Background: an optimization exercise with open tools, aiming at small area. Do not read the settings as production practice. In this exercise RTL edits were held to simulation tests only and were not proved equivalent to the original. No activity file was given, so power comes from the tool's default toggle rates.

==> run Y: inputs <==
Design regfile_top, start of the top module:
module regfile_top
(
	input  logic        Clk,
	input  logic        rst_i,
	input  logic [4:0]  rs_addr_i,
	input  logic [4:0]  rt_addr_i,
	input  logic        fp_read_i,
	input  logic        store_byte_i,
	input  logic        reg_write_i,
	input  logic        load_byte_i,
	input  logic        jal_i,
	input  logic        fp_write_i,
	input  logic        muldiv_i,
	input  logic        wide_write_i,
	input  logic [4:0]  wr_addr_i,
	input  logic [31:0] wr_data_i,
	input  logic [63:0] wr_data64_i,
	output logic [31:0] rs_data_o,
	output logic [31:0] rs_msw_o,
	output logic [31:0] rt_data_o,
	output logic [31:0] rt_msw_o,
	output logic [31:0] hi_o,
	output logic [31:0] lo_o
);
clock: 5.0 ns
lec_check: 0
cap_margin: 0
cell_pad_in_sites_detail_placement: 1
core_margin: 2
core_utilization: 45
place_density: 0.6
slew_margin: 0
standard.sh (not shown) runs the stock make flow with config.mk's settings and CLKGATE_MAP_FILE= SYNTH_SCRIPT=/design/flow/synth_recipe.tcl, a recipe that flattens the netlist after the stock synthesis.
==> flow/flow/run.sh <==
#!/bin/bash
# Own layout flow: the standard layout (standard.sh) with one change in synthesis:
# Yosys's final ABC mapping uses an area-oriented script (flow/abc_area_nf.script)
# instead of ORFS's delay-oriented abc_speed.script. The registers Yosys makes and
# their names are synth_recipe.tcl's. Layout differs from standard.sh only in:
#  - port buffers are buf_1 (every input and output port still gets one)
#  - clock tree: clkbuf_16 only, clusters of up to 25 sinks within 80 um, no dummy loads
#  - global routing derates met1 and met2 capacity more (flow/fastroute.tcl), leaving
#    room on met1 for pin access in this pin-dense netlist
set -euo pipefail
W=$PWD

cat > "$W/own_synth.tcl" <<EOT
proc abc {args} {
  set i [lsearch -exact \$args -script]
  if {\$i >= 0} { lset args [expr {\$i + 1}] $W/flow/abc_area_nf.script }
  yosys abc {*}\$args
}
source $W/synth_recipe.tcl
EOT

sed "s#SYNTH_SCRIPT=[^ ]*synth_recipe.tcl#SYNTH_SCRIPT=$W/own_synth.tcl#" standard.sh > own_standard.sh
grep -q own_synth.tcl own_standard.sh

export BUFFER_PORTS_ARGS="-buffer_cell sky130_fd_sc_hd__buf_1"
export FASTROUTE_TCL="$W/flow/fastroute.tcl"
export CTS_ARGS="-sink_clustering_enable -repair_clock_nets -dont_use_dummy_load -buf_list sky130_fd_sc_hd__clkbuf_16 -sink_clustering_size 25 -sink_clustering_max_diameter 80"

bash own_standard.sh finish > "$W/orfs_make.log" 2>&1
test -s out/final.def
==> flow/flow/abc_area_nf.script <==
&get -n
&st
&dch -f
&nf -R 1000 -p -C 32
&put
==> flow/flow/fastroute.tcl <==
set_global_routing_layer_adjustment met1 0.6
set_global_routing_layer_adjustment met2 0.35
set_global_routing_layer_adjustment met3-met5 0.2

set_routing_layers -clock $::env(MIN_CLK_ROUTING_LAYER)-$::env(MAX_ROUTING_LAYER)
set_routing_layers -signal $::env(MIN_ROUTING_LAYER)-$::env(MAX_ROUTING_LAYER)
==> run M: changes against run Y <==
--- a/flow/design.v
+++ b/flow/design.v
@@ -65,39 +65,39 @@
 	assign int_sel  = reg_write_i & ~hilo_sel & ~fp_write_i;
 	assign int_dst  = (jal_i & ~load_byte_i) ? 5'd31 : wr_addr_i;
 	assign int_wd     = {wr_data_i[31:8] & {24{~load_byte_i}}, wr_data_i[7:0]};
 	assign fpr_msw_wd = wr_data64_i[63:32] & {32{wide_write_i}};
 	assign fpr_lsw_wd = wide_write_i ? wr_data64_i[31:0] : wr_data_i;
-	logic [31:1] int_ld, int_keep;
-	logic [15:0] fpr_ld, fpr_keep;
-	logic        hilo_ld, hilo_keep;
-	always_comb begin
-		for (int r = 1; r < 32; r++) begin
-			int_ld[r]   = ~rst_i & int_sel & (int_dst == 5'(r));
-			int_keep[r] = ~rst_i & ~(int_sel & (int_dst == 5'(r)));
-		end
-		for (int p = 0; p < 16; p++) begin
-			fpr_ld[p]   = ~rst_i & fpr_sel & (wr_addr_i[4:1] == 4'(p));
-			fpr_keep[p] = ~rst_i & ~(fpr_sel & (wr_addr_i[4:1] == 4'(p)));
-		end
-	end
-	assign hilo_ld   = ~rst_i & hilo_sel;
-	assign hilo_keep = ~rst_i & ~hilo_sel;
+	logic [31:1] int_we;
+	logic [15:0] fpr_we;
+	logic        hilo_we;
+	logic [31:0] int_wd_r, fmsw_wd_r, flsw_wd_r;
+	logic [63:0] hilo_wd_r;
+	always_comb begin
+		for (int r = 1; r < 32; r++) int_we[r] = rst_i | (int_sel & (int_dst == 5'(r)));
+		for (int p = 0; p < 16; p++) fpr_we[p] = rst_i | (fpr_sel & (wr_addr_i[4:1] == 4'(p)));
+	end
+	assign hilo_we   = rst_i | hilo_sel;
+	assign int_wd_r  = int_wd & {32{~rst_i}};
+	assign fmsw_wd_r = fpr_msw_wd & {32{~rst_i}};
+	assign flsw_wd_r = fpr_lsw_wd & {32{~rst_i}};
+	assign hilo_wd_r = wr_data64_i & {64{~rst_i}};
 	logic [31:0] int_q  [32];    
 	logic [31:0] fmsw_q [16];    
 	logic [31:0] flsw_q [16];    
 	logic [31:0] hi_q, lo_q;
 	always_ff @(posedge Clk) begin
 		for (int r = 1; r < 32; r++) begin
-			int_q[r] <= ({32{int_ld[r]}} & int_wd) | ({32{int_keep[r]}} & int_q[r]);
+			if (int_we[r]) int_q[r] <= int_wd_r;
 		end
 		for (int p = 0; p < 16; p++) begin
-			fmsw_q[p] <= ({32{fpr_ld[p]}} & fpr_msw_wd) | ({32{fpr_keep[p]}} & fmsw_q[p]);
-			flsw_q[p] <= ({32{fpr_ld[p]}} & fpr_lsw_wd) | ({32{fpr_keep[p]}} & flsw_q[p]);
-		end
-		hi_q <= ({32{hilo_ld}} & wr_data64_i[63:32]) | ({32{hilo_keep}} & hi_q);
-		lo_q <= ({32{hilo_ld}} & wr_data64_i[31:0])  | ({32{hilo_keep}} & lo_q);
+			if (fpr_we[p]) begin
+				fmsw_q[p] <= fmsw_wd_r;
+				flsw_q[p] <= flsw_wd_r;
+			end
+		end
+		if (hilo_we) {hi_q, lo_q} <= hilo_wd_r;
 	end
 	assign hi_o = hi_q;
 	assign lo_o = lo_q;
 	logic [31:1] rs_int, rt_int, rt_int_hi;
 	logic [15:0] rs_fp, rt_fp;
==> flow/config.mk (replaced) <==
export PLATFORM = sky130hd
export DESIGN_NAME = regfile_top
export DESIGN_NICKNAME = regfile_top
export VERILOG_FILES = /design/flow/design.v
export SDC_FILE = /design/flow/constraint.sdc
export NUM_CORES = 4
export LEC_CHECK = 0
export CAP_MARGIN = 0
export CORE_MARGIN = 2
export CORE_UTILIZATION = 60
export PLACE_DENSITY = 0.7
export SLEW_MARGIN = 0
==> comparison table <==
Status: run Y no timing/DRC/antenna violations; run M no timing/DRC/antenna violations
Number of filler instances in the final layout: run Y 20000; run M 9420
Power drawn by the clock network: run Y 0.0106 W; run M 0.00919 W
Register-to-register setup slack: run Y 2700 ps; run M 2810 ps
Core Box Area: run Y 181000 um^2; run M 140000 um^2
Post-DR vias/cell: run Y 7.60; run M 8.64
Internal power consumption: run Y 0.0225 W; run M 0.0261 W
Post-synthesis net count: run Y 8177; run M 4660
Met3 layer usage reported by global route: run Y 44.7%; run M 47.3%
Launching point of the worst reg2reg path: run Y int_q[3][15]; run M int_q[12][18]
Worst hold path type: run Y input pin to flip-flop; run M flip-flop to flip-flop
Effective utilization at floorplan: run Y 45.3%; run M 60.5%
Mean area per synthesized cell: run Y 10.1 um^2; run M 18.6 um^2
Share of the synthesized area in compound gates (AO/OA/AOI/OAI): run Y 33.1%; run M 17.0%
Multiplexer area fraction after synthesis: run Y 0.392%; run M 0.379%
Wire length on met2: run Y 172000 um; run M 128000 um
DRT Wirelength: run Y 421000 um; run M 315000 um
Die Width: run Y 430 um; run M 379 um

port drivers added, routing unchanged:
How much do the figures lean on ideal ports? The routed layouts below were timed once more, with nothing changed but the port constraints. Step 1 sets driving cells, clkbuf_16 on the clock port and buf_2 on the other inputs (assumed; they add their load-dependent delay and slew). Step 2 moves the port delays by t, midway between the first and last clock arrival at a register: inputs arrive t later, outputs are due t later. That takes back most of the time a late clock gives input paths. a / b / c = ideal ports / drivers / drivers and shift; a / b = the first two.
| run | t, ns | setup slack, ns | worst setup path at the end | cell pins on the clock port's net |
|---|---|---|---|---|
| run Y | 0.885 | 0.895 / 0.955 / 0.071 | input to register | 1 |
| run M | 0.851 | 1.216 / 1.204 / 0.353 | input to register | 1 |
After both steps setup and hold are still met in every run listed. For run M, which loses most, drivers alone change the setup slack by -0.012 ns; drivers and shift together by -0.863 ns.
